Source: an optimization exercise on an open RTL-to-GDS flow (aim: small area, a short achievable clock period and few clock cycles per item). Production flows keep margins and buffers that such runs may drop. At most, simulation tests tie the RTL to the original design; equivalence was not proved. Only the layout flow was run in runs 1 and 2; the RTL was not checked for function there. Power figures rest on the tool's default switching activity, not on a simulated workload.

--- design/flow/run.sh ---
#!/bin/bash
# synth_recipe.tcl (not shown) runs the flow's synth.tcl, then flattens the netlist and writes it again
# the make line also repeats each setting of config.mk as NAME=value (left out here)
make -C /OpenROAD-flow-scripts/flow DESIGN_CONFIG=/design/flow/config.mk WORK_HOME=/design/flow/orfs CLKGATE_MAP_FILE= SYNTH_SCRIPT=/design/flow/synth_recipe.tcl finish
--- design/flow/config.mk ---
export PLATFORM = sky130hd
export DESIGN_NAME = lz77_token_encoder_unit
export DESIGN_NICKNAME = lz77_token_encoder_unit
export VERILOG_FILES = /design/flow/design.v
export SDC_FILE = /design/flow/constraint.sdc
export NUM_CORES = 4
export LEC_CHECK = 0
export ABC_CLOCK_PERIOD_IN_PS = 2500
export CAP_MARGIN = 20
export CORE_MARGIN = 2
export CORE_UTILIZATION = 40
export SETUP_SLACK_MARGIN = 3.5
export SLEW_MARGIN = 20
--- design/flow/constraint.sdc ---
create_clock -name core_clock -period 6.0 [get_ports {clk}]
set_input_delay 1.2000 -clock core_clock [delete_from_list [all_inputs] [get_ports {clk}]]
set_output_delay 1.2000 -clock core_clock [all_outputs]
set_load 0.01 [all_outputs]
--- design/flow/design.v ---
`timescale 1ns / 1ps
package lz77_pkg;
  localparam int SEARCH_SIZE_DEF    = 256;
  localparam int LOOKAHEAD_SIZE_DEF = 16;
  localparam int SL_W  = 9;    
  localparam int ML_W  = 4;    
  localparam int OFF_W = 9;
  localparam int LEN_W = 4;
  localparam logic [SL_W-1:0] SEARCH_LIMIT_RST = 9'd5;
  localparam logic [ML_W-1:0] MATCH_LIMIT_RST  = 4'd15;
  localparam logic [1:0] CFG_SEARCH_LIMIT = 2'd0;
  localparam logic [1:0] CFG_MATCH_LIMIT  = 2'd1;
  localparam int ITEM_W = 9;
  localparam int TOK_W = OFF_W + LEN_W + 8 + 1 + 1;
endpackage
`timescale 1ns / 1ps
module lz77_front #(
  parameter int DEPTH = 17
) (
  input  logic       clk,
  input  logic       rst_n,
  input  logic       in_valid,
  output logic       in_ready,
  input  logic [7:0] in_byte,
  input  logic       in_last,
  input  logic       pop,
  output logic [7:0] head_byte,
  output logic       head_last,
  output logic [4:0] count,
  output logic       has_last,
  output logic       pushed
);
  logic [7:0] fb_r [DEPTH];
  logic       fl_r [DEPTH];
  logic [4:0] cnt_r, cnt_nxt;
  logic [4:0] nl_r;
  logic       rdy_r;
  logic       push;
  logic [4:0] wpos;
  assign push      = in_valid && rdy_r;
  assign in_ready  = rdy_r;
  assign head_byte = fb_r[0];
  assign head_last = fl_r[0];
  assign count     = cnt_r;
  assign has_last  = (nl_r != '0);
  assign pushed    = push;
  assign wpos      = pop ? cnt_r - 5'd1 : cnt_r;
  assign cnt_nxt   = cnt_r + {4'd0, push} - {4'd0, pop};
  always_ff @(posedge clk) begin
    if (!rst_n) begin
      cnt_r <= '0;
      nl_r  <= '0;
      rdy_r <= 1'b1;
    end else begin
      cnt_r <= cnt_nxt;
      nl_r  <= nl_r + {4'd0, push && in_last} - {4'd0, pop && fl_r[0]};
      rdy_r <= (cnt_nxt < 5'(DEPTH));
    end
  end
  always_ff @(posedge clk) begin
    for (int i = 0; i < DEPTH; i++) begin
      if (push && wpos == 5'(i)) begin
        fb_r[i] <= in_byte;
        fl_r[i] <= in_last;
      end else if (pop && i < DEPTH - 1) begin
        fb_r[i] <= fb_r[i+1];
        fl_r[i] <= fl_r[i+1];
      end
    end
  end
endmodule
`timescale 1ns / 1ps
module lz77_engine (
  input  logic        clk,
  input  logic        rst_n,
  input  logic [8:0]  window,      
  input  logic [3:0]  cap,         
  input  logic        cfg_write,
  input  logic [7:0]  q_byte,
  input  logic        q_last,
  input  logic [4:0]  q_count,
  input  logic        q_has_last,
  input  logic        q_pushed,
  output logic        q_pop,
  output logic        tok_valid,
  input  logic        tok_ready,
  output logic [21:0] tok_data,
  output logic        tok_last
);
  localparam int N = 256;
  logic [7:0]   sr_r [N];
  logic [N-1:0] m_r;
  logic         start_r;
  logic [3:0]   j_r;
  logic [8:0]   fill_r, fill_nxt;
  logic [8:0]   lim_r;
  logic         armed_r;
  logic         pend_r;
  logic [3:0]   pend_len_r;
  logic         h_v, s_v;
  logic [22:0]  h_d, s_d;
  logic         adv;
  logic [N-1:0] eq, vmask, meff, nvec;
  logic         any;
  logic [8:0]   pe_off;
  logic         capped;
  logic         push;
  logic [22:0]  push_d;
  logic [8:0] lim;
  assign lim = lim_r;
  always_comb begin
    logic [15:0] gt_hi, eq_hi, gt_lo;
    for (int a = 0; a < 16; a++) begin
      gt_hi[a] = (lim[7:4] > 4'(a));
      eq_hi[a] = (lim[7:4] == 4'(a));
      gt_lo[a] = (lim[3:0] > 4'(a));
    end
    for (int a = 0; a < 16; a++)
      for (int b = 0; b < 16; b++)
        vmask[16*a+b] = lim[8] | gt_hi[a] | (eq_hi[a] & gt_lo[b]);
  end
  always_comb begin
    for (int d = 0; d < N; d++) eq[d] = (sr_r[d] == q_byte);
  end
  assign meff = start_r ? vmask : m_r;
  assign nvec = meff & eq;
  assign any  = |nvec;
  always_comb begin
    logic [N-1:0]   v0;
    logic [127:0]   v1; logic [0:0] i1 [128];
    logic [63:0]    v2; logic [1:0] i2 [64];
    logic [31:0]    v3; logic [2:0] i3 [32];
    logic [15:0]    v4; logic [3:0] i4 [16];
    logic [7:0]     v5; logic [4:0] i5 [8];
    logic [3:0]     v6; logic [5:0] i6 [4];
    logic [1:0]     v7; logic [6:0] i7 [2];
    logic [7:0]     i8;
    v0 = m_r;
    for (int k = 0; k < 128; k++) begin
      v1[k] = v0[2*k] | v0[2*k+1];
      i1[k] = v0[2*k] ? 1'b0 : 1'b1;
    end
    for (int k = 0; k < 64; k++) begin
      v2[k] = v1[2*k] | v1[2*k+1];
      i2[k] = v1[2*k] ? {1'b0, i1[2*k]} : {1'b1, i1[2*k+1]};
    end
    for (int k = 0; k < 32; k++) begin
      v3[k] = v2[2*k] | v2[2*k+1];
      i3[k] = v2[2*k] ? {1'b0, i2[2*k]} : {1'b1, i2[2*k+1]};
    end
    for (int k = 0; k < 16; k++) begin
      v4[k] = v3[2*k] | v3[2*k+1];
      i4[k] = v3[2*k] ? {1'b0, i3[2*k]} : {1'b1, i3[2*k+1]};
    end
    for (int k = 0; k < 8; k++) begin
      v5[k] = v4[2*k] | v4[2*k+1];
      i5[k] = v4[2*k] ? {1'b0, i4[2*k]} : {1'b1, i4[2*k+1]};
    end
    for (int k = 0; k < 4; k++) begin
      v6[k] = v5[2*k] | v5[2*k+1];
      i6[k] = v5[2*k] ? {1'b0, i5[2*k]} : {1'b1, i5[2*k+1]};
    end
    for (int k = 0; k < 2; k++) begin
      v7[k] = v6[2*k] | v6[2*k+1];
      i7[k] = v6[2*k] ? {1'b0, i6[2*k]} : {1'b1, i6[2*k+1]};
    end
    i8 = v7[0] ? {1'b0, i7[0]} : {1'b1, i7[1]};
    pe_off = 9'(i8) + 9'd1;
  end
  assign adv = !start_r ||
               (armed_r && !pend_r && (q_count != '0) && !(h_v && s_v) &&
                (q_has_last || ({1'b0, q_count} >= {1'b0, cap} + 5'd1)));
  assign q_pop  = adv;
  assign capped = (j_r == cap);
  assign push   = pend_r || (adv && (capped || !any));
  assign push_d = pend_r ? {pe_off, pend_len_r, 8'd0, 1'b0, 1'b1}
                         : {(start_r ? 9'd0 : pe_off), j_r, q_byte, 1'b1, q_last};
  always_ff @(posedge clk) begin
    if (!rst_n) begin
      start_r    <= 1'b1;
      j_r        <= '0;
      fill_r     <= '0;
      lim_r      <= '0;
      armed_r    <= 1'b0;
      pend_r     <= 1'b0;
    end else begin
      if (q_pushed) armed_r <= 1'b1;
      else if (cfg_write) armed_r <= 1'b0;
      if (pend_r) pend_r <= 1'b0;
      if (adv) begin
        if (capped || !any) begin
          start_r <= 1'b1;
          j_r     <= '0;
        end else if (q_last) begin
          start_r    <= 1'b1;
          j_r        <= '0;
          pend_r     <= 1'b1;
        end else begin
          start_r <= 1'b0;
          j_r     <= j_r + 4'd1;
        end
      end
      fill_r <= fill_nxt;
      lim_r  <= (fill_nxt < window) ? fill_nxt : window;
    end
  end
  always_comb begin
    fill_nxt = fill_r;
    if (adv) begin
      if (q_last) fill_nxt = '0;
      else if (fill_r != 9'd256) fill_nxt = fill_r + 9'd1;
    end
  end
  always_ff @(posedge clk) begin
    m_r <= nvec;
    if (adv) begin
      pend_len_r <= j_r + 4'd1;
      sr_r[0] <= q_byte;
      for (int d = 1; d < N; d++) sr_r[d] <= sr_r[d-1];
    end
  end
  logic pop_out;
  assign pop_out = h_v && tok_ready;
  always_ff @(posedge clk) begin
    if (!rst_n) begin
      h_v <= 1'b0;
      s_v <= 1'b0;
    end else begin
      if (!h_v || pop_out) begin
        if (s_v) begin
          h_v <= 1'b1;
          s_v <= push;
        end else begin
          h_v <= push;
        end
      end else if (push) begin
        s_v <= 1'b1;
      end
    end
  end
  always_ff @(posedge clk) begin
    if (!h_v || pop_out) h_d <= s_v ? s_d : push_d;
    if (!s_v || !h_v || pop_out) s_d <= push_d;
  end
  assign tok_valid = h_v;
  assign tok_data  = h_d[22:1];
  assign tok_last  = h_d[0];
endmodule
`timescale 1ns / 1ps
module lz77_token_encoder_unit #(
  parameter int SEARCH_SIZE    = lz77_pkg::SEARCH_SIZE_DEF,
  parameter int LOOKAHEAD_SIZE = lz77_pkg::LOOKAHEAD_SIZE_DEF
) (
  input  logic        clk,
  input  logic        rst_n,
  input  logic        in_tvalid,
  output logic        in_tready,
  input  logic [7:0]  in_tdata,    
  input  logic        in_tlast,    
  output logic        out_tvalid,
  input  logic        out_tready,
  output logic [23:0] out_tdata,   
  output logic        out_tlast,   
  input  logic        cfg_valid,
  output logic        cfg_ready,
  input  logic [1:0]  cfg_index,
  input  logic [8:0]  cfg_data
);
  logic [8:0]  window;    
  logic [3:0]  cap;       
  logic [7:0]  q_byte;
  logic        q_last, q_has_last, q_pushed, q_pop;
  logic [4:0]  q_count;
  logic [21:0] tok_data;
  assign cfg_ready = 1'b1;
  always_ff @(posedge clk) begin
    if (!rst_n) begin
      window <= 9'(lz77_pkg::SEARCH_LIMIT_RST);
      cap    <= lz77_pkg::MATCH_LIMIT_RST;
    end else if (cfg_valid) begin
      case (cfg_index)
        lz77_pkg::CFG_SEARCH_LIMIT:
          window <= (cfg_data == '0) ? 9'd1 : (cfg_data > 9'd256) ? 9'd256 : cfg_data;
        lz77_pkg::CFG_MATCH_LIMIT:
          cap <= (cfg_data[3:0] == '0) ? 4'd1 : cfg_data[3:0];
        default: ;
      endcase
    end
  end
  lz77_front u_front (
    .clk       (clk),
    .rst_n     (rst_n),
    .in_valid  (in_tvalid),
    .in_ready  (in_tready),
    .in_byte   (in_tdata),
    .in_last   (in_tlast),
    .pop       (q_pop),
    .head_byte (q_byte),
    .head_last (q_last),
    .count     (q_count),
    .has_last  (q_has_last),
    .pushed    (q_pushed)
  );
  lz77_engine u_engine (
    .clk        (clk),
    .rst_n      (rst_n),
    .window     (window),
    .cap        (cap),
    .cfg_write  (cfg_valid),
    .q_byte     (q_byte),
    .q_last     (q_last),
    .q_count    (q_count),
    .q_has_last (q_has_last),
    .q_pushed   (q_pushed),
    .q_pop      (q_pop),
    .tok_valid  (out_tvalid),
    .tok_ready  (out_tready),
    .tok_data   (tok_data),
    .tok_last   (out_tlast)
  );
  assign out_tdata = {2'b00, tok_data[0], tok_data[8:1], tok_data[12:9], tok_data[21:13]};
endmodule
==> reports/metrics.yaml, run 1 <==
leakage_nw: 44.1
slew_violations: 0
slowest_delay_ps: 650
grt_pass1_wl_um: 539000
syn_inst: 7629
status: "no timing/DRC/antenna violations"
fmax_ghz: 0.221
grt_max_degree: 57
clock-sinks: 2558
die_area_um2: 280000
setup_viol: 0
grt.total_usage: 0.267
skew_ps: 67.0
syn_to_final_growth_pct: 33.4
fillers: 21500
htree_levels: 5
async_reset_ff_frac: 0
drt_first_iter_violations: 9909
cp-start-kind: "flop"
total_power_mw: 65.5
fp-row-count: 192
drtPass1Iterations: 6
layout_common_cells: "2251 x edfxtp_1, 1197 x xnor2_1, 859 x xor2_1"
wl_per_cell_um: 30.5
dpl-instance-area_um2: 117000
ys.warnings.count: 13
cts_hold_buf: 0
cts_root_buffer: "clkbuf_16"
via_per_inst: 5.81
cts_max_path_buffers: 4
chipWidth_um: 529
portBuffers: 49
drc: 0
synth_cell_types: 109
cts_made_buffers: 283
antenna_found_initial: 12
crit_chain: "buf_8 > nor4b_4 > buf_12 > nand2_2 > a21oi_1 > nor4_1 > nor4_2 > nand3_4 > nor4_2 > nand4_1 > buf_6 > nand2_4 > nor2_4 > a32o_1"
worst_path_most_repeated_cell: "nor4_2"
hold_class: "reg2reg"
worstSetupPathType: "reg2reg"
tightest_slew_ps: 1330
wl_um: 385000
start_util: 0.403
grt_pass1_vias: 71900
fin_area_um2: 147000
drive_gt1_frac: 0.249
ys.flop_type: "edfxtp_1"
dp_hpwl_um: 223000
detail-route-antenna-nets: 0
maxSlewHeadroom: 0.0968
max_cap_viol_count: 0
synth_area_um2: 110000
final_common_cell: "edfxtp_1"
path_clk_slew_ps: 70
tritoncts: "yes"
gp_congestion: 0.965
critPathTopFamily: "simple AND/OR/NAND/NOR gates"
finalCriticalPeriod_ps: 4520
fin_nets: 8803
ys_seq_elements: 2558
required_ps: 6730
worstPathArrival_ps: 5250
rsz0062_at_grt: "true"
synth-seq-area-share: 0.668
clk_latency_ps: 890
vias: 73500
synth-edff-count: 2251
path_buf_inv: 3
path_max_fanout: 10
min_period_over_period: 0.753
crit_slowest_cell: "nand4_1"
avgSynthCellArea_um2: 14.5
overflow: 0
p_per_area_nw_per_um2: 445
io_pins: 53
end_kind: "flop"
design.core.area_um2: 274000
peakVddDrop_v: 0.000295
die_h_um: 529
hold_viol: 0
metrics by stage:
stage	utilization	TNS, ps	setup WS (ps)	cells	hold WS, ps
after floorplan	-	-1223420	-2410	7630	421
after global placement	0.426	0	432	11200	448
after detailed placement	0.426	0	524	11200	454
after CTS	0.527	0	1730	12500	430
after global routing	0.537	0	1480	12700	430
final	0.537	0	1480	12700	434
worst reg2reg max path, cell delays in order, from the launching register on:
cell and delay [ps]:
dfxtp_4 490, buf_8 250, nor4b_4 290, buf_12 170, nand2_2 270, a21oi_1 310, nor4_1 150, nor4_2 470
nand3_4 220, nor4_2 340, nand4_1 650, buf_6 410, nand2_4 100, nor2_4 60, a32o_1 230
timing repair:
item | CTS | global route
endpoints found under the setup margin | 2615 | 2481
setup buffers | 399 | 98
pin swaps | 129 | 89
gates resized for setup | 1241 | 312
gates cloned | 390 | 20
state kept, by name, summed over array words and instances (netlist names), 9 cells and up:
| name | count |
|---|---|
| u_engine.h_d | 23 |
| u_front.fb_r | 136 |
| u_engine.sr_r | 2048 |
| u_engine.s_d | 23 |
| u_engine.lim_r | 9 |
| u_engine.m_r | 256 |
| window | 9 |
| u_front.fl_r | 17 |
| u_engine.fill_r | 9 |
worst paths after layout:
| path | from | endpoint | slack [ps] | cells after the start |
|---|---|---|---|---|
| worst min register to register | u_engine.sr_r[43][6] | u_engine.sr_r[44][6] | 430 | 0 |
| worst max register to register | u_engine.start_r | u_engine.j_r[3] | 1480 | 14 |
| worst max-delay path | u_engine.start_r | u_engine.j_r[3] | 1480 | 14 |
| worst min-delay path | u_engine.sr_r[43][6] | u_engine.sr_r[44][6] | 430 | 0 |
area by class of cell:
type | instances | area, µm² | share of cell area
multi-input combinational | 4609 | 38100 | 0.259
tap | 3686 | 4610 | 0.0313
timing repair buffer | 1183 | 21100 | 0.143
clock buffer | 364 | 7680 | 0.0522
antenna | 6 | 15.0 | 0.000102
sequential | 2558 | 73800 | 0.501
clock inverter | 142 | 1470 | 0.0100
inverter | 105 | 438 | 0.00297
timing repair inverter | 3 | 41.3 | 0.000280
logic make-up (layout without fill, tap and decap cells):
group                    Yosys count  in the layout  synth area share
flip-flops                      2558           2558             0.668
other                              2              9         0.0000680
buffers and inverters            489           1797            0.0227
AND/OR/NAND/NOR                 1511           1537            0.0768
adder cells (fa/ha/maj)           36             36           0.00419
XOR/XNOR                        2069           2069             0.164
multiplexers                     177            177            0.0179
AO/OA/AOI/OAI                    787            787            0.0464
power by group:
part           internal, mW  switching, mW  total (mW)
clock                  10.2           7.39        17.6
sequential             21.4          0.593        22.0
combinational          12.8           13.0        25.9
total                  44.5           21.0        65.5
cell usage after synthesis (7+ instances only):
| library cell | n | area (µm²) |
|---|---|---|
| ha_1 | 33 | 413 |
| nor3_1 | 160 | 801 |
| a211oi_1 | 39 | 293 |
| o211ai_1 | 64 | 480 |
| a31oi_1 | 19 | 119 |
| edfxtp_1 | 2251 | 67600 |
| or3_1 | 15 | 93.8 |
| a21oi_1 | 227 | 1140 |
| nand3_1 | 150 | 751 |
| nand4b_1 | 8 | 70.1 |
| nand2b_1 | 35 | 219 |
| o21bai_1 | 21 | 158 |
| o21ai_0 | 163 | 816 |
| inv_1 | 104 | 390 |
| o22ai_1 | 41 | 257 |
| nor3b_1 | 9 | 67.6 |
| buf_2 | 163 | 816 |
| a21o_1 | 8 | 60.1 |
| nor2b_1 | 38 | 238 |
| and3_1 | 25 | 156 |
| nand2_1 | 143 | 537 |
| o31ai_1 | 32 | 240 |
| buf_4 | 118 | 886 |
| and2_1 | 39 | 244 |
| nor2_1 | 254 | 953 |
| or4_1 | 22 | 165 |
| buf_1 | 20 | 75.1 |
| xnor2_1 | 1203 | 10500 |
| nand4_1 | 222 | 1390 |
| mux2i_1 | 14 | 140 |
| nand3b_1 | 7 | 52.6 |
| a311oi_1 | 21 | 184 |
| dfxtp_1 | 307 | 6150 |
| o2111ai_1 | 56 | 490 |
| clkbuf_1 | 80 | 300 |
| nor4_1 | 316 | 1980 |
| a2111oi_0 | 12 | 105 |
| mux2_2 | 162 | 1820 |
| xor2_1 | 866 | 7580 |
routing by layer:
layer	GRT usage	wire length, µm
met4	0.132	22600
met5	0	6
met3	0.0514	36500
met1	0.354	151000
met2	0.419	176000
==> run 2, diff against run 1 <==
--- a/design/flow/config.mk
+++ b/design/flow/config.mk
@@ -7,3 +7,2 @@
 export LEC_CHECK = 0
-export ABC_CLOCK_PERIOD_IN_PS = 2500
 export CAP_MARGIN = 20
@@ -11,3 +10,3 @@
 export CORE_UTILIZATION = 40
-export SETUP_SLACK_MARGIN = 3.5
+export SETUP_SLACK_MARGIN = 3.0
 export SLEW_MARGIN = 20
==> run 2 against run 1 <==
- worst setup slack got worse by 61 ps
- first-iteration DRC count down 6.2%
- clock skew is 1.9 ps higher
- power decreased by 3.7%
- highest routed layer unchanged
- critical endpoint is now u_engine.j_r[2]
- still clean on timing, DRC and antenna
==> reports/metrics.yaml, run 2 <==
synth_top_cell_by_area: "edfxtp_1"
syn_inst: 7629  # unchanged
global_route.usage.met2: 0.397  # -0.0216
io_pins: 53  # unchanged
post-place-ws_ps: 524  # unchanged
p_per_area_nw_per_um2: 441  # -0.84%
synthTopCellsByCount: "2251 x edfxtp_1, 1203 x xnor2_1, 866 x xor2_1, 316 x nor4_1, 307 x dfxtp_1"
final.setup.tns_ps: 0  # unchanged
cts_hold_buf: 0  # unchanged
top_register: "u_engine.sr_r"
cts_max_path_buffers: 4  # unchanged
finalCriticalPeriod_ps: 4580  # +60.6 ps
wl_um: 381000  # -1.3%
hold_end: "u_engine.sr_r[143][7]"
crit_slowest_cell: "nor3_1"
die_area_um2: 280000  # unchanged
detail-route-antenna-nets: 0  # unchanged
path_clk_slew_ps: 70  # about the same
hold_viol: 0  # unchanged
tritoncts: "yes"
async_reset_ff_frac: 0  # unchanged
antenna_found_initial: 19  # +7
reg_top3: "u_engine.sr_r: 2048 flops, u_engine.m_r: 256 flops, u_front.fb_r: 136 flops"
synth_cell_types: 109  # unchanged
syn_to_final_growth_pct: 29.5
ys_top_cells_by_area: "edfxtp_1 61%, xnor2_1 9.5%, xor2_1 6.9%, dfxtp_1 5.6%, nor4_1 1.8%"
gr-max-usage-layer: "met2"
whs_path_depth: 0  # unchanged
portBuffers: 49  # unchanged
grt_pass1_vias: 69600  # -3.3%
crit_chain: "buf_6 > nor3_1 > o21bai_1 > a31oi_1 > nor3_1 > nor4_1 > nand3_1 > nor4_1 > nand4_1 > buf_6 > nand2_4 > or3_1 > a21oi_1"
hold_class: "reg2reg"
start_util: 0.403  # unchanged
ys.warnings.count: 13  # unchanged
synth.most_common_cell: "edfxtp_1"
avgSynthCellArea_um2: 14.5  # unchanged
layout_common_cells: "2251 x edfxtp_1, 1199 x xnor2_1, 856 x xor2_1"
end_kind: "flop"
max_cap_viol_count: 0  # unchanged
required_ps: 6780  # +50 ps
grt_pass1_wl_um: 518000  # -3.9%
drtPass1Iterations: 6  # unchanged
slowest_delay_ps: 860  # +210 ps
grtUsageMet1: 0.339  # -0.0155
design.core.area_um2: 274000  # unchanged
maxSlewHeadroom: 0.164  # +0.0672
path_max_fanout: 23  # +13
fmax_ghz: 0.218  # -1.3%
rsz0062_at_grt: "true"
largest_reg_flops: 2048  # unchanged
drive_gt1_frac: 0.231  # -0.0180
grt_max_degree: 96  # +68%
ys_seq_elements: 2558  # unchanged
final_util: 0.522  # -0.0156
synth_area_um2: 110000  # unchanged
gp_congestion: 0.965  # unchanged
cp-start-kind: "flop"
peakVddDrop_v: 0.000281  # -4.7%
status: "no timing/DRC/antenna violations"
synth-edff-count: 2251  # unchanged
dp_hpwl_um: 223000  # unchanged
final_common_cell: "edfxtp_1"
met3_usage: 0.0549  # +0.00349
synth-seq-area-share: 0.668  # unchanged
fillers: 22100  # +2.6%
fp-row-count: 192  # unchanged
r2r-start: "u_engine.lim_r[3]"
via_per_inst: 5.79  # -0.43%
cts_root_buffer: "clkbuf_16"
wl_per_cell_um: 30.4  # about the same
layout_setup_ws_ps: 1420  # -60.6 ps
drc: 0  # unchanged
die_h_um: 529  # unchanged
htree_levels: 5  # unchanged
drt_first_iter_violations: 9293  # -6.2%
r2r_slack_ps: 1420  # -60 ps
worstPathArrival_ps: 5360  # +110 ps
clock-sinks: 2558  # unchanged
slew_violations: 0  # unchanged
min-delay-start: "u_engine.sr_r[142][7]"
grt.total_usage: 0.256  # -0.0110
tightest_slew_ps: 1240  # -90.1 ps
cts_made_buffers: 283  # unchanged
worstSetupPathType: "reg2reg"
setup_viol: 0  # unchanged
ys.flop_type: "edfxtp_1"
fin_nets: 8650  # -1.7%
whs_ps: 421  # -13.6 ps
clk_latency_ps: 890  # about the same
worstReg2RegEnd: "u_engine.j_r[2]"
r2r_cells: 13  # -1
skew_ps: 68.9  # +1.91 ps
min_period_over_period: 0.763  # +0.0101
yosysTopAreaCellShare: 0.612  # unchanged
chipWidth_um: 529  # unchanged
total_power_mw: 63.1  # -3.7%
overflow: 0  # unchanged
leakage_nw: 42.3  # -4.1%
vias: 72300  # -1.6%
-- run 2: worst max-delay path by stage --
stage / from / endpoint / slack (ps)
detailed placement: u_front.fb_r[0][5] / u_engine.j_r[3] / 520
floorplan: cap[0] / u_engine.lim_r[1] / -2410
CTS: cap[0] / u_engine.lim_r[1] / 1730
finish: u_engine.lim_r[3] / u_engine.j_r[2] / 1420
global placement: u_front.fb_r[0][3] / u_engine.s_v / 430
global route: cap[0] / u_engine.lim_r[8] / 1480
-- run 2: cell type report --
class | count | area [µm²] | share of cell area
Sequential cell | 2558 | 73800 | 0.516
Multi-Input combinational cell | 4609 | 37800 | 0.264
Timing Repair Buffer | 1031 | 17100 | 0.120
Clock buffer | 364 | 7680 | 0.0537
Tap cell | 3686 | 4610 | 0.0323
Clock inverter | 142 | 1470 | 0.0103
Inverter | 105 | 448 | 0.00313
Timing Repair inverter | 2 | 32.5 | 0.000228
Antenna cell | 5 | 12.5 | 0.0000875
-- run 2: timing repair --
item / 4_1_cts / 5_1_grt
cloned: 238 / 115
setup endpoints to repair: 2372 / 2270
resized for setup: 825 / 308
pin swaps: 125 / 125
buffers inserted: 283 / 117
-- run 2: worst max-delay path, delay by kind of cell, from the launching register on --
| kind | cells | cell delay (ps) |
|---|---|---|
| buffers and inverters | 2 | 590 |
| AND/OR/NAND/NOR | 8 | 2280 |
| AO/OA/AOI/OAI | 3 | 990 |
| flip-flops | 1 | 550 |
-- run 2: cell families (layout without fill, tap and decap cells) --
kind of cell,Yosys count,count (layout),share of synthesized area
flip-flops,2558,2558,0.668
XOR/XNOR,2069,2069,0.164
AND/OR/NAND/NOR,1511,1537,0.0768
AO/OA/AOI/OAI,787,787,0.0464
buffers and inverters,489,1644,0.0227
multiplexers,177,177,0.0179
adder cells (fa/ha/maj),36,36,0.00419
other,2,8,0.0000680
-- run 2: per-stage QoR --
stage,instances,instance area [µm²]
finish,12500,143000
global route,12500,143000
CTS,12300,138000
detailed placement,11200,117000
global placement,11200,117000
floorplan,7630,111000
-- run 2: power breakdown --
part	switching, mW	total (mW)	internal [mW]
clock	7.38	17.6	10.2
combinational	12.4	23.4	11.1
sequential	0.589	22.0	21.4
total	20.3	63.1	42.7
-- run 2: per-layer routing --
layer	vias up	routed length [µm]
met5	-	184
met3	942	36500
met1	36900	149000
met4	14	22300
met2	4061	173000
li1	30400	-
==> run 3, diff against run 2 <==
--- a/design/flow/design.v
+++ b/design/flow/design.v
@@ -174,5 +174,15 @@
   assign capped = (j_r == cap);
-  assign push   = pend_r || (adv && (capped || !any));
-  assign push_d = pend_r ? {pe_off, pend_len_r, 8'd0, 1'b0, 1'b1}
-                         : {(start_r ? 9'd0 : pe_off), j_r, q_byte, 1'b1, q_last};
+  always_comb begin
+    push   = 1'b0;
+    push_d = '0;
+    if (pend_r) begin
+      push   = 1'b1;
+      push_d = {pe_off, pend_len_r, 8'd0, 1'b0, 1'b1};
+    end else if (adv) begin
+      if (capped || !any) begin
+        push   = 1'b1;
+        push_d = {(start_r ? 9'd0 : pe_off), j_r, q_byte, 1'b1, q_last};
+      end
+    end
+  end
   always_ff @(posedge clk) begin
--- a/design/flow/config.mk
+++ b/design/flow/config.mk
@@ -10,3 +10,2 @@
 export CORE_UTILIZATION = 40
-export SETUP_SLACK_MARGIN = 3.0
 export SLEW_MARGIN = 20
==> run 3 against run 2 <==
- the layout now fails its checks (setup timing)
- non-clock buffer count shrank 638
- final cell count shrank 5.8%
- clock power about the same
- largest cell class unchanged
==> reports/metrics.yaml, run 3 <==
status: "failed layout checks"
so_faults: "setup timing"
peakVddDrop_v: 0.000288  # +2.6%
fin_area_um2: 127000  # -11%
fillers: 23800  # +7.7%
detail-route-antenna-nets: 0  # unchanged
start_util: 0.402  # -0.000739
leakage_nw: 35.8  # -15%
drt_first_iter_violations: 8803  # -5.3%
ys.warnings.count: 13  # unchanged
fmax_ghz: 0.165  # -25%
die_h_um: 529  # -0.13%
required_ps: 6680  # -100 ps
htree_levels: 5  # unchanged
cts_max_path_buffers: 4  # unchanged
vias: 66800  # -7.6%
cp-start-kind: "flop"
synth.most_common_cell: "edfxtp_1"
slew_violations: 0  # unchanged
drtPass1Iterations: 6  # unchanged
design.core.area_um2: 274000  # about the same
portBuffers: 49  # unchanged
skew_ps: 54.7  # -14.2 ps
max_cap_viol_count: 0  # unchanged
die_area_um2: 280000  # -0.27%
synth_cell_types: 94  # -14%
clk_latency_ps: 890  # about the same
grt.total_usage: 0.229  # -0.0274
setup_viol: 4  # +4
end_kind: "flop"
rsz0062_at_grt: "false"
reg_top3: "u_engine.sr_r: 2048 flops, u_engine.m_r: 256 flops, u_front.fb_r: 136 flops"
grt_pass1_wl_um: 468000  # -9.6%
tightest_slew_ps: 1310  # +68.3 ps
chipWidth_um: 529  # -0.13%
tritoncts: "yes"
path_max_fanout: 22  # -4.3%
largest_reg_flops: 2048  # unchanged
cts_root_buffer: "clkbuf_16"
min_period_over_period: 1.01  # +0.248
maxSlewHeadroom: 0.119  # -0.0454
wl_um: 329000  # -14%
grt_pass1_vias: 65100  # -6.4%
antenna_found_initial: 22  # +3
async_reset_ff_frac: 0  # unchanged
final_common_cell: "edfxtp_1"
synth_area_um2: 110000  # -0.27%
wl_per_cell_um: 27.9  # -8.3%
cts_hold_buf: 0  # unchanged
clock-sinks: 2558  # unchanged
synth-edff-count: 2251  # unchanged
io_pins: 53  # unchanged
p_per_area_nw_per_um2: 427  # -3.2%
yosysTopAreaCellShare: 0.614  # +0.00166
hold_class: "reg2reg"
top_register: "u_engine.sr_r"
finalCriticalPeriod_ps: 6070  # +1490 ps
hold_viol: 0  # unchanged
synthTopCellsByCount: "2251 x edfxtp_1, 1047 x xnor2_1, 1030 x xor2_1, 322 x nor4_1, 307 x dfxtp_1"
dpl-instance-area_um2: 117000  # +0.61%
path_clk_slew_ps: 60  # about the same
via_per_inst: 5.68  # -1.9%
dp_hpwl_um: 231000  # +3.8%
fp-row-count: 192  # unchanged
drc: 0  # unchanged
ys_top_cells_by_area: "edfxtp_1 61%, xnor2_1 8.3%, xor2_1 8.2%, dfxtp_1 5.6%, nor4_1 1.8%"
avgSynthCellArea_um2: 14.4  # -0.52%
syn_inst: 7648  # +0.25%
gp_congestion: 1.03  # +6.6%
worstSetupPathType: "reg2reg"
final_util: 0.463  # -0.0589
fin_nets: 8011  # -7.4%
layout_common_cells: "2251 x edfxtp_1, 1047 x xnor2_1, 1030 x xor2_1"
worstPathArrival_ps: 6750  # +1390 ps
ys_seq_elements: 2558  # unchanged
drive_gt1_frac: 0.123  # -0.108
ys.flop_type: "edfxtp_1"
synth-seq-area-share: 0.670  # +0.00181
overflow: 0  # unchanged
layout_setup_ws_ps: -66.9  # -1490 ps
grt_max_degree: 203  # +110%
syn_to_final_growth_pct: 15.1
cts_made_buffers: 286  # +1.1%
synth_top_cell_by_area: "edfxtp_1"
## run 3: through the flow
step                      setup slack (ps)  std cells  hold WS (ps)   TNS, ps  total power, mW
final                                -66.9      11800           448      -101             54.1
after global routing                  16.5      11800           450         0             56.2
after CTS                             62.2      11800           447         0             54.5
after detailed placement              -250      11300           455     -3940             37.0
after global placement                -273      11300           448     -7400             36.9
after floorplan                      -2650       7649           421  -1331940             32.9
## run 3: worst paths after layout
check                                            end  slack, ps  cells past startpoint                  from
worst max-delay path                u_engine.h_d[22]        -70                     15     u_engine.lim_r[3]
worst min-delay path            u_engine.sr_r[79][2]        450                      0  u_engine.sr_r[78][2]
worst max register to register      u_engine.h_d[22]        -70                     15     u_engine.lim_r[3]
worst min register to register  u_engine.sr_r[79][2]        450                      0  u_engine.sr_r[78][2]
## run 3: kinds of logic (layout without fill, tap and decap cells)
group	after synthesis	count (layout)	share of synthesized area
simple gates	1577	1577	0.0782
buf+inv	486	1015	0.0198
compound gates	749	749	0.0464
mux	163	163	0.0165
fa+ha+maj	36	36	0.00420
flops	2558	2558	0.670
xor+xnor	2077	2077	0.165
other cells	2	8	0.0000682
## run 3: where the power goes
| group | total, mW | leakage, nW | switching (mW) | internal (mW) |
|---|---|---|---|---|
| clock | 17.5 | 4.50 | 7.31 | 10.2 |
| combinational | 14.5 | 13.6 | 9.29 | 5.24 |
| sequential | 22.1 | 17.7 | 0.592 | 21.5 |
## run 3: per-layer routing
layer | global-route usage | vias to the layer above | share of wire
li1 | - | 28900 | -
met1 | 0.315 | 34200 | 0.42
met2 | 0.354 | 2919 | 0.45
met3 | 0.0473 | 729 | 0.082
met4 | 0.0878 | 16 | 0.044
met5 | 0 | - | 0.00037
## run 3: what timing repair did
item	CTS	global route
setup buffers	0	0
setup endpoints to repair	43	3
resized for setup	3	1
## run 3: area by class of cell
type,instances,area [µm²],area share
Sequential cell,2558,73800,0.582
Multi-Input combinational cell,4605,34900,0.276
Antenna cell,5,12.5,0.0000987
Timing Repair Buffer,393,3870,0.0306
Tap cell,3589,4490,0.0354
Inverter,107,430,0.00340
Clock buffer,373,7820,0.0617
Clock inverter,142,1410,0.0111
## run 3: worst max-delay path, cell delays in order (launching register included)
cell,delay (ps)
dfxtp_2,530
buf_4,330
nor3_2,680
buf_4,370
o211a_1,300
nor4_1,100
or4_1,610
nor4b_1,630
nand4_1,260
nor4b_2,420
nand4_1,480
buf_4,340
a21oi_1,170
nor2_1,110
buf_12,190
o41ai_2,310
Testbench counts of run 3, summed over its fixed seeds: cycles 7,333, bytes 7,200.
==> run 4, diff against run 3 <==
--- a/design/flow/design.v
+++ b/design/flow/design.v
@@ -90,3 +90,12 @@
   localparam int N = 256;
-  logic [7:0]   sr_r [N];
+  logic [7:0]   sr_r [N];         
+  logic [8:0]   fill_r, fill_nxt;
+  logic [8:0]   lim_r;            
+  logic         armed_r;
+  logic         fire;
+  logic [N-1:0] eq, vmask;
+  logic         s2_v;
+  logic [7:0]   s2_byte;
+  logic         s2_last;
+  logic [N-1:0] eqv_r;            
   logic [N-1:0] m_r;
@@ -94,18 +103,12 @@
   logic [3:0]   j_r;
-  logic [8:0]   fill_r, fill_nxt;
-  logic [8:0]   lim_r;
-  logic         armed_r;
   logic         pend_r;
   logic [3:0]   pend_len_r;
-  logic         h_v, s_v;
-  logic [22:0]  h_d, s_d;
-  logic         adv;
-  logic [N-1:0] eq, vmask, meff, nvec;
+  logic [N-1:0] nvec;
   logic         any;
-  logic [8:0]   pe_off;
   logic         capped;
+  logic [8:0]   pe_off;
   logic         push;
   logic [22:0]  push_d;
-  logic [8:0] lim;
-  assign lim = lim_r;
+  logic [2:0]   qv;
+  logic [22:0]  qd [3];
   always_comb begin
@@ -113,5 +116,5 @@
     for (int a = 0; a < 16; a++) begin
-      gt_hi[a] = (lim[7:4] > 4'(a));
-      eq_hi[a] = (lim[7:4] == 4'(a));
-      gt_lo[a] = (lim[3:0] > 4'(a));
+      gt_hi[a] = (lim_r[7:4] > 4'(a));
+      eq_hi[a] = (lim_r[7:4] == 4'(a));
+      gt_lo[a] = (lim_r[3:0] > 4'(a));
     end
@@ -119,3 +122,3 @@
       for (int b = 0; b < 16; b++)
-        vmask[16*a+b] = lim[8] | gt_hi[a] | (eq_hi[a] & gt_lo[b]);
+        vmask[16*a+b] = lim_r[8] | gt_hi[a] | (eq_hi[a] & gt_lo[b]);
   end
@@ -124,7 +127,42 @@
   end
-  assign meff = start_r ? vmask : m_r;
-  assign nvec = meff & eq;
-  assign any  = |nvec;
+  logic can_start, known_mid;
+  assign known_mid = !s2_v && !start_r;
+  assign can_start = armed_r && !qv[1] &&
+                     (q_has_last || ({1'b0, q_count} >= {1'b0, cap} + 5'd1));
+  assign fire  = (q_count != '0) && !(s2_v && s2_last) && (known_mid || can_start);
+  assign q_pop = fire;
+  always_comb begin
+    fill_nxt = fill_r;
+    if (fire) begin
+      if (q_last) fill_nxt = '0;
+      else if (fill_r != 9'd256) fill_nxt = fill_r + 9'd1;
+    end
+  end
+  always_ff @(posedge clk) begin
+    if (!rst_n) begin
+      fill_r  <= '0;
+      lim_r   <= '0;
+      armed_r <= 1'b0;
+      s2_v    <= 1'b0;
+    end else begin
+      if (q_pushed) armed_r <= 1'b1;
+      else if (cfg_write) armed_r <= 1'b0;
+      fill_r <= fill_nxt;
+      lim_r  <= (fill_nxt < window) ? fill_nxt : window;
+      s2_v   <= fire;
+    end
+  end
+  always_ff @(posedge clk) begin
+    eqv_r <= fire ? (eq & vmask) : '1;
+    if (fire) begin
+      s2_byte <= q_byte;
+      s2_last <= q_last;
+      sr_r[0] <= q_byte;
+      for (int d = 1; d < N; d++) sr_r[d] <= sr_r[d-1];
+    end
+  end
+  assign nvec   = eqv_r & (m_r | {N{start_r}});
+  assign any    = |nvec;
+  assign capped = (j_r == cap);
   always_comb begin
-    logic [N-1:0]   v0;
     logic [127:0]   v1; logic [0:0] i1 [128];
@@ -137,6 +175,5 @@
     logic [7:0]     i8;
-    v0 = m_r;
     for (int k = 0; k < 128; k++) begin
-      v1[k] = v0[2*k] | v0[2*k+1];
-      i1[k] = v0[2*k] ? 1'b0 : 1'b1;
+      v1[k] = m_r[2*k] | m_r[2*k+1];
+      i1[k] = m_r[2*k] ? 1'b0 : 1'b1;
     end
@@ -169,33 +206,13 @@
   end
-  assign adv = !start_r ||
-               (armed_r && !pend_r && (q_count != '0) && !(h_v && s_v) &&
-                (q_has_last || ({1'b0, q_count} >= {1'b0, cap} + 5'd1)));
-  assign q_pop  = adv;
-  assign capped = (j_r == cap);
-  always_comb begin
-    push   = 1'b0;
-    push_d = '0;
-    if (pend_r) begin
-      push   = 1'b1;
-      push_d = {pe_off, pend_len_r, 8'd0, 1'b0, 1'b1};
-    end else if (adv) begin
-      if (capped || !any) begin
-        push   = 1'b1;
-        push_d = {(start_r ? 9'd0 : pe_off), j_r, q_byte, 1'b1, q_last};
-      end
-    end
-  end
+  assign push   = pend_r || (s2_v && (capped || !any));
+  assign push_d = pend_r ? {pe_off, pend_len_r, 8'd0, 1'b0, 1'b1}
+                         : {(start_r ? 9'd0 : pe_off), j_r, s2_byte, 1'b1, s2_last};
   always_ff @(posedge clk) begin
     if (!rst_n) begin
-      start_r    <= 1'b1;
-      j_r        <= '0;
-      fill_r     <= '0;
-      lim_r      <= '0;
-      armed_r    <= 1'b0;
-      pend_r     <= 1'b0;
+      start_r <= 1'b1;
+      j_r     <= '0;
+      pend_r  <= 1'b0;
     end else begin
-      if (q_pushed) armed_r <= 1'b1;
-      else if (cfg_write) armed_r <= 1'b0;
-      if (pend_r) pend_r <= 1'b0;
-      if (adv) begin
+      pend_r <= 1'b0;
+      if (s2_v) begin
         if (capped || !any) begin
@@ -203,6 +220,6 @@
           j_r     <= '0;
-        end else if (q_last) begin
-          start_r    <= 1'b1;
-          j_r        <= '0;
-          pend_r     <= 1'b1;
+        end else if (s2_last) begin
+          start_r <= 1'b1;
+          j_r     <= '0;
+          pend_r  <= 1'b1;
         end else begin
@@ -212,11 +229,2 @@
       end
-      fill_r <= fill_nxt;
-      lim_r  <= (fill_nxt < window) ? fill_nxt : window;
-    end
-  end
-  always_comb begin
-    fill_nxt = fill_r;
-    if (adv) begin
-      if (q_last) fill_nxt = '0;
-      else if (fill_r != 9'd256) fill_nxt = fill_r + 9'd1;
     end
@@ -224,26 +232,15 @@
   always_ff @(posedge clk) begin
-    m_r <= nvec;
-    if (adv) begin
-      pend_len_r <= j_r + 4'd1;
-      sr_r[0] <= q_byte;
-      for (int d = 1; d < N; d++) sr_r[d] <= sr_r[d-1];
-    end
+    m_r        <= nvec;
+    pend_len_r <= j_r + 4'd1;
   end
-  logic pop_out;
-  assign pop_out = h_v && tok_ready;
+  logic       pop_out;
+  logic [1:0] nq;           
+  assign pop_out = qv[0] && tok_ready;
+  assign nq = 2'(qv[0]) + 2'(qv[1]) + 2'(qv[2]) - 2'(pop_out);
   always_ff @(posedge clk) begin
     if (!rst_n) begin
-      h_v <= 1'b0;
-      s_v <= 1'b0;
+      qv <= '0;
     end else begin
-      if (!h_v || pop_out) begin
-        if (s_v) begin
-          h_v <= 1'b1;
-          s_v <= push;
-        end else begin
-          h_v <= push;
-        end
-      end else if (push) begin
-        s_v <= 1'b1;
-      end
+      for (int i = 0; i < 3; i++)
+        qv[i] <= (2'(i) < nq) || (push && 2'(i) == nq);
     end
@@ -251,8 +248,15 @@
   always_ff @(posedge clk) begin
-    if (!h_v || pop_out) h_d <= s_v ? s_d : push_d;
-    if (!s_v || !h_v || pop_out) s_d <= push_d;
+    if (pop_out) begin
+      qd[0] <= qv[1] ? qd[1] : push_d;
+      qd[1] <= qv[2] ? qd[2] : push_d;
+      qd[2] <= push_d;
+    end else begin
+      if (!qv[0]) qd[0] <= push_d;
+      if (!qv[1]) qd[1] <= push_d;
+      if (!qv[2]) qd[2] <= push_d;
+    end
   end
-  assign tok_valid = h_v;
-  assign tok_data  = h_d[22:1];
-  assign tok_last  = h_d[0];
+  assign tok_valid = qv[0];
+  assign tok_data  = qd[0][22:1];
+  assign tok_last  = qd[0][0];
 endmodule
--- a/design/flow/config.mk
+++ b/design/flow/config.mk
@@ -10,2 +10,3 @@
 export CORE_UTILIZATION = 40
+export SETUP_SLACK_MARGIN = 3.3
 export SLEW_MARGIN = 20
==> run 4 against run 3 <==
- the run now finishes clean
- highest routed layer unchanged
- register-to-register slack gained 2000 ps
- combinational power increased by 110%
- clock power increased by 9%
- sequential share of layout area is 7.5 points lower
- routed wire length is 16% higher
- area after synthesis rose by 6.5%
- power up 47%
- cell area up 23%
- sequential cell count up 282
- fmax rose by 50%
==> reports/metrics.yaml, run 4 <==
cts_max_path_buffers: 4  # unchanged
ys_top_cells_by_area: "edfxtp_1 57%, xnor2_1 13%, dfxtp_1 11%, nand4_1 2.6%, xor2_1 2.0%"
synth_xor_area_frac: 0.155  # -0.0104
min_period_over_period: 0.673  # -0.338
fmax_ghz: 0.248  # +50%
fp-row-count: 198  # +3.1%
p_per_area_nw_per_um2: 509  # +19%
path_max_fanout: 7  # -68%
cp-start-kind: "flop"
grt_max_degree: 81  # -60%
synth-seq-area-share: 0.675  # +0.00534
muxShareOfSynthArea: 0.0149  # -0.00157
worstSetupPathType: "reg2reg"
clk_latency_ps: 910  # +20 ps
tightest_slew_ps: 1110  # -202 ps
slowest_delay_ps: 490  # -190 ps
finalCriticalPeriod_ps: 4040  # -2030 ps
wl_per_cell_um: 28.8  # +3.1%
ys_seq_elements: 2840  # +11%
chipWidth_um: 545  # +3.2%
r2r_slack_ps: 1960  # +2030 ps
leakage_nw: 45.2  # +26%
switching_power_mw: 27.4  # +60%
grt.total_usage: 0.246  # +0.0172
worstPathArrival_ps: 4780  # -1970 ps
reg_top3: "u_engine.sr_r: 2040 flops, u_engine.eqv_r: 256 flops, u_engine.m_r: 256 flops"
tritoncts: "yes"
antenna_found_initial: 19  # -14%
vias: 76000  # +14%
final.setup.tns_ps: 0  # +101 ps
p_comb_frac: 0.388  # +0.119
wl_um: 382000  # +16%
max_cap_viol_count: 0  # unchanged
start_util: 0.402  # about the same
skew_ps: 65.0  # +10.3 ps
top_register: "u_engine.sr_r"
layout_common_cells: "2225 x edfxtp_1, 1804 x xnor2_1, 569 x dfxtp_1"
ys.flop_type: "edfxtp_1"
drive_gt1_frac: 0.240  # +0.117
drtPass1Iterations: 6  # unchanged
r2r-start: "cap[0]"
htree_levels: 5  # unchanged
die_area_um2: 297000  # +6.4%
pwr-share-clk: 0.239  # -0.084
worstReg2RegEnd: "u_engine.lim_r[3]"
avgSynthCellArea_um2: 14.4  # +0.35%
maxSlewHeadroom: 0.254  # +0.136
fillers: 22800  # -4.0%
p_seq_frac: 0.372  # -0.037
die_h_um: 545  # +3.2%
drt_first_iter_violations: 8455  # -4.0%
synth_top_cell_by_area: "edfxtp_1"
synth.most_common_cell: "edfxtp_1"
io_pins: 53  # unchanged
synthSimpleGateAreaFrac: 0.0627  # -0.0156
final_common_cell: "edfxtp_1"
fin_nets: 9159  # +14%
cts_made_buffers: 308  # +7.7%
gp_congestion: 0.989  # -3.8%
drc: 0  # unchanged
synth-edff-count: 2225  # -1.2%
ys.warnings.count: 14  # +1
synth_cell_types: 91  # -3.2%
detail-route-antenna-nets: 0  # unchanged
post-place-ws_ps: 1190  # +1440 ps
hold_viol: 0  # unchanged
required_ps: 6740  # +60 ps
via_per_inst: 5.73  # +0.95%
largest_reg_flops: 2040  # -0.39%
internal-power_mw: 52.1  # +41%
critical_path.startpoint: "cap[0]"
crit_path_end: "u_engine.lim_r[3]"
crit_slowest_cell: "or3_4"
cts_hold_buf: 0  # unchanged
grt_pass1_wl_um: 542000  # +16%
clock-sinks: 2840  # +11%
cts_root_buffer: "clkbuf_16"
synthTopCellsByCount: "2225 x edfxtp_1, 1805 x xnor2_1, 615 x dfxtp_1, 482 x nand4_1, 313 x a21oi_1"
crit_chain: "ha_4 > inv_2 > ha_4 > a21o_1 > a21o_1 > a21o_1 > a21oi_2 > or3_4 > buf_12 > buf_6 > a221o_1 > ha_4 > and3_4 > nand4_1 > nor4b_2 > a211oi_2 > buf_6 > mux2i_1 > nor2b_1"
dp_hpwl_um: 218000  # -5.7%
async_reset_ff_frac: 0  # unchanged
rsz0062_at_grt: "true"
synth_top_family_by_area: "XOR/XNOR gates"
setup_viol: 0  # -4
overflow: 0  # unchanged
slew_violations: 0  # unchanged
swShare: 0.345  # +0.0272
layout_setup_ws_ps: 1960  # +2030 ps
syn_inst: 8113  # +6.1%
syn_to_final_growth_pct: 33.2
peakVddDrop_v: 0.000514  # +78%
grt_pass1_vias: 75000  # +15%
synth_area_um2: 117000  # +6.5%
design.core.area_um2: 291000  # +6.4%
r2r_cells: 19  # +4
path_clk_slew_ps: 60  # about the same
status: "no timing/DRC/antenna violations"
portBuffers: 49  # unchanged
synth_fa_ha_area_frac: 0.00423  # +0.0000227
yosysTopAreaCellShare: 0.570  # -0.0439
end_kind: "flop"
hold_class: "reg2reg"
synth-compound-area-share: 0.0721  # +0.0256
run 4: cell count changes in the layout (fill, tap and decap cells not counted), sizes merged, moves of 176 or more:
cell / before / now
buf: 344 / 993
dfxtp: 307 / 615
nand4: 197 / 483
o21a: 3 / 261
o31ai: 47 / 223
xnor2: 1047 / 1805
xor2: 1030 / 267
run 4: power groups by stage:
| stage | Clock, mW | Sequential (mW) | Combinational [mW] |
|---|---|---|---|
| 2_1_floorplan | 0 | 28.2 | 13.0 |
| 3_3_place_gp | 0 | 29.5 | 17.2 |
| 3_5_place_dp | 0 | 29.5 | 17.5 |
| 4_1_cts | 19.2 | 29.3 | 28.6 |
| 5_1_grt | 20.0 | 29.6 | 32.5 |
| 6_report | 19.0 | 29.6 | 30.9 |
run 4: worst min-delay path by stage:
stage	from	end	slack [ps]	cells past startpoint
after floorplan	u_engine.qd[2][14]	u_engine.qd[2][14]	420	2
after detailed placement	u_engine.eqv_r[41]	u_engine.m_r[41]	440	1
final	u_engine.sr_r[2][6]	u_engine.sr_r[3][6]	420	0
after CTS	u_engine.sr_r[2][6]	u_engine.sr_r[3][6]	410	0
after global placement	u_engine.qd[2][2]	u_engine.qd[2][2]	430	2
after global routing	u_engine.sr_r[2][6]	u_engine.sr_r[3][6]	430	0
run 4: cell families after synthesis:
logic type,count (synthesis)
xor+xnor,2072
flops,2840
buf+inv,501
compound gates,1241
other cells,2
mux,157
simple gates,1262
fa+ha+maj,38
run 4: area by class of cell:
class,count,area [µm²],area share
multi-input combinational,4802,41600,0.267
timing repair inverter,3,61.3,0.000393
sequential,2840,79200,0.507
clock buffer,427,8640,0.0554
timing repair buffer,1061,20000,0.128
tap,3900,4880,0.0312
clock inverter,136,1350,0.00865
inverter,81,327,0.00209
antenna,8,20.0,0.000128
run 4: repair_timing:
action	CTS	global route
pin swaps	91	97
setup buffers	347	126
cloned	380	48
gates resized for setup	1429	473
endpoints found under the setup margin	2671	2679
run 4: critical path: cells and delay by family (launching register included):
kind,cells,cell delay [ps]
DFF,1,360
and+or+nand+nor,5,1220
buffers and inverters,4,490
AOI/OAI and AO/OA,6,910
adders and majority gates,3,790
muxes,1,170
run 4: per-stage QoR:
stage,cell area (µm²),utilization,hold slack (ps),std cells,power (mW)
floorplan,117000,-,420,8114,41.3
detailed placement,123000,0.421,435,11800,47.0
global route,156000,0.536,432,13300,82.1
finish,156000,0.536,416,13300,79.5
global placement,123000,0.421,435,11800,46.8
CTS,152000,0.520,414,13100,77.2
run 4: layer usage:
| metal | track usage | share of wire |
|---|---|---|
| met5 | 0 | 0.000094 |
| met4 | 0.0885 | 0.040 |
| met3 | 0.0386 | 0.076 |
| met2 | 0.392 | 0.47 |
| met1 | 0.340 | 0.42 |
Testbench counts of run 4, summed over its fixed seeds: cycles 7,342, bytes 7,200.
==> run 5, diff against run 4 <==
--- a/design/flow/config.mk
+++ b/design/flow/config.mk
@@ -10,3 +10,2 @@
 export CORE_UTILIZATION = 40
-export SETUP_SLACK_MARGIN = 3.3
 export SLEW_MARGIN = 20
==> run 5 against run 4 <==
- clock skew up 1.2 ps
- via count down 9.1%
- non-clock buffer count down 869
- worst setup slack worse by 800 ps
- global-route usage down 3.1 points
- final cell count down 6.8%
- largest cell class unchanged
- highest routed layer unchanged
==> reports/metrics.yaml, run 5 <==
layout_common_cells: "2225 x edfxtp_1, 1805 x xnor2_1, 611 x dfxtp_1"
tritoncts: "yes"
die_area_um2: 297000  # unchanged
drive_gt1_frac: 0.0981  # -0.142
whs_path_depth: 0  # unchanged
die_h_um: 545  # unchanged
htree_levels: 5  # unchanged
fin_nets: 8258  # -9.8%
max_cap_viol_count: 0  # unchanged
cts_max_path_buffers: 4  # unchanged
portBuffers: 49  # unchanged
path_buf_inv: 6  # +2
syn_to_final_growth_pct: 13.2
yosysTopAreaCellShare: 0.570  # unchanged
fp-row-count: 198  # unchanged
leakage_nw: 35.9  # -21%
drt_first_iter_violations: 7217  # -15%
ys_top_cells_by_area: "edfxtp_1 57%, xnor2_1 13%, dfxtp_1 11%, nand4_1 2.6%, xor2_1 2.0%"
vias: 69100  # -9.1%
design.core.area_um2: 291000  # unchanged
io_pins: 53  # unchanged
synth-edff-count: 2225  # unchanged
skew_ps: 66.1  # +1.15 ps
min-delay-start: "u_engine.sr_r[2][6]"
final_common_cell: "edfxtp_1"
grt_max_degree: 202  # +150%
cts_setup_buffers: 0  # -100%
ys.flop_type: "edfxtp_1"
ys_seq_elements: 2840  # unchanged
avgSynthCellArea_um2: 14.4  # unchanged
async_reset_ff_frac: 0  # unchanged
r2r-start: "u_engine.qv[1]"
hold_end: "u_engine.sr_r[3][6]"
cp-start-kind: "flop"
slowest_delay_ps: 920  # +430 ps
via_per_inst: 5.59  # -2.4%
finalNonFillerCells: 12400  # -6.8%
synthTopCellsByCount: "2225 x edfxtp_1, 1805 x xnor2_1, 615 x dfxtp_1, 482 x nand4_1, 313 x a21oi_1"
top_register: "u_engine.sr_r"
p_per_area_nw_per_um2: 495  # -2.8%
worstReg2RegEnd: "u_engine.eqv_r[164]"
clock-sinks: 2840  # unchanged
hold_viol: 0  # unchanged
start_util: 0.402  # unchanged
largest_reg_flops: 2040  # unchanged
peakVddDrop_v: 0.000498  # -3.1%
end_kind: "flop"
reg_top3: "u_engine.sr_r: 2040 flops, u_engine.eqv_r: 256 flops, u_engine.m_r: 256 flops"
r2r_slack_ps: 1160  # -800 ps
grt_pass1_wl_um: 479000  # -12%
path_max_fanout: 164  # +157
detail-route-antenna-nets: 0  # unchanged
gp_congestion: 0.989  # unchanged
worstSetupPathType: "reg2reg"
cts_made_buffers: 308  # unchanged
overflow: 0  # unchanged
chipWidth_um: 545  # unchanged
slew_violations: 0  # unchanged
regArea_um2: 79100  # -0.11%
synth_area_um2: 117000  # unchanged
drc: 0  # unchanged
path_clk_slew_ps: 60  # about the same
cts-resized-gates: 0  # -100%
fillers: 25600  # +12%
hold_class: "reg2reg"
synth-seq-area-share: 0.675  # unchanged
setup_viol: 0  # unchanged
r2r_cells: 11  # -8
dp_hpwl_um: 218000  # unchanged
required_ps: 6580  # -160 ps
cts_root_buffer: "clkbuf_16"
worstPathArrival_ps: 5420  # +640 ps
synth.most_common_cell: "edfxtp_1"
syn_inst: 8113  # unchanged
antenna_found_initial: 15  # -4
min_period_over_period: 0.807  # +0.133
tightest_slew_ps: 1340  # +232 ps
clk_latency_ps: 890  # -20 ps
grt_pass1_vias: 68700  # -8.4%
whs_ps: 405  # -11.4 ps
placedCellCount: 11800  # unchanged
drtPass1Iterations: 8  # +2
crit_chain: "buf_4 > inv_1 > nand2_1 > o21a_1 > a21oi_1 > inv_1 > or3_4 > inv_16 > buf_12 > buf_4 > o31ai_1"
multi_input_area_um2: 36400  # -13%
grt.total_usage: 0.215  # -0.0307
ys.warnings.count: 14  # unchanged
fmax_ghz: 0.207  # -17%
critPathTopFamily: "buffers and inverters"
status: "no timing/DRC/antenna violations"
synth_top_cell_by_area: "edfxtp_1"
wl_um: 330000  # -14%
wl_per_cell_um: 26.7  # -7.2%
cts_hold_buf: 0  # unchanged
rsz0062_at_grt: "false"
maxSlewHeadroom: 0.0825  # -0.172
finalCriticalPeriod_ps: 4840  # +801 ps
synth_cell_types: 91  # unchanged
crit_slowest_cell: "buf_4"
critical_path.startpoint: "u_engine.qv[1]"
run 5: cell counts after synthesis:
Identical to the previous run, type by type.
run 5: worst max path at each step:
| stage | end | cells after the start |
|---|---|---|
| final | u_engine.eqv_r[164] | 11 |
| after global routing | u_engine.eqv_r[164] | 11 |
| after CTS | u_engine.eqv_r[164] | 11 |
| after detailed placement | u_engine.eqv_r[164] | 11 |
| after global placement | u_engine.lim_r[3] | 21 |
| after floorplan | u_front.fb_r[10][0] | 18 |
run 5: logic make-up after synthesis:
logic type / synth area share
buffers and inverters: 0.0163
flip-flops: 0.675
multiplexers: 0.0149
AO/OA/AOI/OAI: 0.0721
adder cells (fa/ha/maj): 0.00423
XOR/XNOR: 0.155
other: 0.0000641
AND/OR/NAND/NOR: 0.0627
run 5: stage by stage:
step	util	instance area, µm²	setup slack [ps]	setup TNS, ps	power, mW
CTS	0.455	133000	1160	0	66.0
detailed placement	0.421	123000	1190	0	47.0
global placement	0.421	123000	1180	0	46.8
finish	0.455	133000	1160	0	65.6
floorplan	-	117000	-3230	-4114740	41.3
global route	0.455	133000	857	0	68.3
run 5: routing by layer:
metal  track usage  wire length [µm]  up-vias
met5             0                27        -
met4        0.0685             10900        4
met3        0.0332             20700      550
met2         0.340            152000     2362
met1         0.303            146000    35800
li1              -                 -    30400
run 5: cell type report:
class | instances | share of cell area
diodes | 5 | 0.0000943
clock buffers | 427 | 0.0651
repair buffers | 192 | 0.0148
inverters | 81 | 0.00241
flip-flops and latches | 2840 | 0.596
clock inverters | 136 | 0.0102
multi-input cells | 4773 | 0.274
well taps | 3900 | 0.0368
run 5: power breakdown:
| group | switching [mW] | internal (mW) | total [mW] |
|---|---|---|---|
| Sequential | 3.98 | 25.4 | 29.4 |
| Clock | 7.89 | 11.0 | 18.9 |
| Combinational | 10.7 | 6.73 | 17.4 |

-- static timing again, ports no longer ideal --
The results above use ideal ports. As a check the final layouts listed here were re-extracted and re-timed, cells and wires unchanged.
Step 1 (the two cells are an assumption about what drives the block):
set clk [get_ports {clk}]
set_driving_cell -lib_cell sky130_fd_sc_hd__clkbuf_16 $clk
set_driving_cell -lib_cell sky130_fd_sc_hd__buf_2 [delete_from_list [all_inputs] $clk]
Step 2 times the ports against the registers' clock, not the clock port: input delays grow and output delays shrink by t, the midpoint of the rising clock arrivals with the driver on.
Three values: ideal, step 1, step 2; two values: the first two.
run	t, ns	slack for setup (ns)	pins driven straight from the clock port
run 1	0.949	1.481 / 1.481 / 1.481	1
run 2	0.955	1.421 / 1.421 / 1.421	1
run 3	0.954	-0.067 / -0.067 / -0.067	1
run 4	0.972	1.961 / 1.961 / 1.961	1
run 5	0.958	1.160 / 1.160 / 1.160	1
